What follows belongs to an exercise in optimizing a design on an open flow for a short achievable clock period and few clock cycles; a production flow would make more cautious choices.
Function was checked by simulation only, so behaviour that the tests miss may differ from the original.
No activity file was given, so power comes from the tool's default toggle rates.

==> 11-03: inputs <==
Design processor, start of the top module:
module processor (
    input  logic               clock,
    input  logic               rst_n,
    output proc_pkg::word_t    address_imem,
    input  proc_pkg::word_t    q_imem,
    output proc_pkg::word_t    address_dmem,
    output proc_pkg::word_t    data,
    output logic               wren,
    input  proc_pkg::word_t    q_dmem,
    output logic               ctrl_write_enable,
    output proc_pkg::reg_idx_t ctrl_write_reg,
    output proc_pkg::reg_idx_t ctrl_read_reg_a,
    output proc_pkg::reg_idx_t ctrl_read_reg_b,
    output proc_pkg::word_t    data_write_reg,
    input  proc_pkg::word_t    data_read_reg_a,
    input  proc_pkg::word_t    data_read_reg_b
);
    localparam int BTB_N = 32;           
    logic        x_redirect;             
    logic [31:0] x_actual;               
    logic        stall;                  
    logic [31:0] ras;                    
    logic [31:0] fpc;
    logic [31:0] fpc1;
    logic        inf;                    
    logic [31:0] f2_pc;
    logic [31:0] f2_pc1;
    logic        f2_bhit;
    logic [BTB_N-1:0]       btb_v;
    logic [BTB_N-1:0][3:0]  btb_tag;
    logic [BTB_N-1:0][31:0] btb_tgt;
    logic [BTB_N-1:0][1:0]  btb_ctr;
    logic [BTB_N-1:0]       btb_ret;
    logic [4:0]  fidx;
    logic        bhit;
    logic [31:0] bp_tgt;
    logic [31:0] pred_next;
    assign fpc1      = fpc + 32'd1;
    assign fidx      = fpc[4:0];
    assign bhit      = btb_v[fidx] && (btb_tag[fidx] == fpc[8:5]) && btb_ctr[fidx][1];
    assign bp_tgt    = btb_ret[fidx] ? ras : btb_tgt[fidx];
    assign pred_next = bhit ? bp_tgt : fpc1;
    assign address_imem = fpc;
    logic [4:0]  q_op;
    logic        f2_isj;
    logic        f2_isret;
    logic        f2_redirect;
    logic [31:0] f2_tgt;
    logic [2:0]  qv;                     
    logic        issue;
    assign q_op        = q_imem[31:27];
    assign f2_isj      = (q_op == 5'd1) || (q_op == 5'd3);
    assign f2_isret    = (q_op == 5'd4) && (q_imem[26:22] == 5'd31);
    assign f2_redirect = inf && !f2_bhit && (f2_isj || f2_isret);
    assign f2_tgt      = f2_isj ? {5'd0, q_imem[26:0]} : ras;
    assign issue = !(qv[2] || (qv[1] && inf));
    always_ff @(posedge clock) begin
        if (!rst_n) begin
  ...
clock: 9.5 ns
lec_check: 0
abc_clock_period_in_ps: 4000
cap_margin: 20
core_margin: 2
core_utilization: 40
setup_slack_margin: 5
slew_margin: 20
run.sh (not shown) runs the stock make flow with config.mk's settings and CLKGATE_MAP_FILE= SYNTH_SCRIPT=/design/flow/synth_recipe.tcl, a recipe that flattens the netlist after the stock synthesis.
==> inputs of 11-26, as changes to 11-03 <==
--- a/flow/design.v
+++ b/flow/design.v
@@ -2,32 +2,52 @@
     typedef logic [32-1:0] word_t;
     typedef logic [5-1:0] reg_idx_t;
     typedef logic [5-1:0] opcode_t;    
     typedef logic [5-1:0] alu_op_t;
     typedef logic [5-1:0] shamt_t;      
 endpackage
 module alu (
-    input  logic [31:0] a,
-    input  logic [31:0] b,
+    input  logic [31:0] ra,
+    input  logic [31:0] rb,
+    input  logic [31:0] fwd,
+    input  logic        sel_a,
+    input  logic        sel_b,
     input  logic [4:0]  sh,
     input  logic [31:0] pc1,
     input  logic        s_add,
     input  logic        s_sub,
     input  logic        s_and,
     input  logic        s_or,
     input  logic        s_sll,
     input  logic        s_sra,
     input  logic        s_link,
     output logic [31:0] y
 );
-    logic [31:0] sum, diff, sl, sr;
-    assign sum  = a + b;
-    assign diff = a - b;
-    assign sl   = a << sh;
-    assign sr   = $signed(a) >>> sh;
+    logic [31:0] a, b, sum, diff, sl, sr;
+    logic [31:0] sum_rr, sum_fr, sum_rf, sum_ff;
+    logic [31:0] dif_rr, dif_fr, dif_rf;
+    assign a = sel_a ? fwd : ra;
+    assign b = sel_b ? fwd : rb;
+    assign sum_rr = ra + rb;
+    assign sum_fr = fwd + rb;
+    assign sum_rf = ra + fwd;
+    assign sum_ff = fwd + fwd;
+    assign dif_rr = ra - rb;
+    assign dif_fr = fwd - rb;
+    assign dif_rf = ra - fwd;
+    always_comb begin
+        case ({sel_a, sel_b})
+            2'b00:   begin sum = sum_rr; diff = dif_rr; end
+            2'b10:   begin sum = sum_fr; diff = dif_fr; end
+            2'b01:   begin sum = sum_rf; diff = dif_rf; end
+            default: begin sum = sum_ff; diff = '0;     end
+        endcase
+    end
+    assign sl = a << sh;
+    assign sr = $signed(a) >>> sh;
     assign y = ({32{s_add}}  & sum)  |
                ({32{s_sub}}  & diff) |
                ({32{s_and}}  & (a & b)) |
                ({32{s_or}}   & (a | b)) |
                ({32{s_sll}}  & sl)   |
                ({32{s_sra}}  & sr)   |
                ({32{s_link}} & pc1);
@@ -279,16 +299,19 @@
     logic [31:0] a_val, b_val, o2_val, x_res;
     logic        x_ne, x_lt, x_taken, x_isct, x_mis, x_tk;
     logic        x_eq_tgt, x_eq_seq, x_tgt_seq;
     assign a_val  = x_sela  ? xm_res : x_a;
     assign b_val  = x_selb  ? xm_res : x_b;
     assign o2_val = x_selo2 ? xm_res : x_o2;
     alu u_alu (
-        .a      (a_val),
-        .b      (o2_val),
+        .ra     (x_a),
+        .rb     (x_o2),
+        .fwd    (xm_res),
+        .sel_a  (x_sela),
+        .sel_b  (x_selo2),
         .sh     (x_sh),
         .pc1    (x_pc1),
         .s_add  (x_add),
         .s_sub  (x_sub),
         .s_and  (x_and),
         .s_or   (x_or),
         .s_sll  (x_sll),
==> flow/flow/run.sh (new file) <==
#!/bin/bash
set -euo pipefail
bash standard.sh SETUP_SLACK_MARGIN=6 finish > make_finish.log 2>&1
==> flow/standard.sh (new file) <==
#!/bin/bash
# synth_recipe.tcl (not shown) runs the flow's synth.tcl, then flattens the netlist and writes it again
# the make line also repeats each setting of config.mk as NAME=value (left out here)
make -C /OpenROAD-flow-scripts/flow DESIGN_CONFIG=/design/flow/config.mk WORK_HOME=/design/flow/orfs CLKGATE_MAP_FILE= SYNTH_SCRIPT=/design/flow/synth_recipe.tcl "${@:-finish}"
==> flow/config.mk (replaced) <==
export PLATFORM = sky130hd
export DESIGN_NAME = processor
export DESIGN_NICKNAME = processor
export VERILOG_FILES = /design/flow/design.v
export SDC_FILE = /design/flow/constraint.sdc
export NUM_CORES = 4
export LEC_CHECK = 0
export ABC_CLOCK_PERIOD_IN_PS = 3000
export CAP_MARGIN = 20
export CORE_MARGIN = 2
export CORE_UTILIZATION = 40
export SLEW_MARGIN = 20
removed: flow/run.sh
==> comparison <==
Between 11-03 and 11-26, the lower cell area is in 11-03 (gap 9.4%, measured against 11-26). Of 11-26 and 11-03, 11-26 has the higher synthesized area (gap about 3.6%, measured against 11-03). Critical path depth: 11-03 is lower than 11-26 (1). Sequential share of layout area: 11-26 is lower than 11-03 (4.3 points). Between 11-03 and 11-26, the lower worst setup slack is in 11-03 (gap 0.11 ns). Worst hold slack is about the same in 11-03 and 11-26. Between 11-26 and 11-03, the lower combinational power is in 11-26 (gap about 19%, measured against 11-03). Between 11-26 and 11-03, the lower sequential power is in 11-26 (gap about 7%, measured against 11-03). Register-to-register slack: 11-03 is lower than 11-26 (0.11 ns). Between 11-26 and 11-03, the lower cell count is in 11-03 (gap about 6%, measured against 11-03).
Testbench counts of 11-03, summed over its fixed seeds: cycles 32,839.
Testbench counts of 11-26, summed over its fixed seeds: cycles 32,839.

what the ideal ports hide:
The flow's constraints put no driver on any port. The routed layouts listed below were extracted and timed again, unchanged, in two steps. Step 1 sets driving cells, clkbuf_16 on the clock port and buf_2 on the other inputs (assumed; they add their load-dependent delay and slew). Step 2 adds t to the input delays and takes it off the output delays; t is the mean of the earliest and latest rising clock arrival at the registers after step 1. Input paths then give back, and output paths get back, about the clock's delay inside the block. Three values: ideal, step 1, step 2; two values: the first two.
run | t, ns | slack for setup (ns) | hold WS [ns] | slew at the worst register clock pin (ns)
11-03 | 0.956 | 5.022 / 4.977 / 4.265 | 0.327 / 0.327 / 0.327 | 0.07 / 0.07
11-26 | 0.998 | 5.133 / 5.133 / 4.881 | 0.327 / 0.327 / 0.327 | 0.07 / 0.07
After both steps setup and hold are still met in every run listed. For 11-03, which loses most, drivers alone change the setup slack by -0.045 ns; drivers and shift together by -0.757 ns.
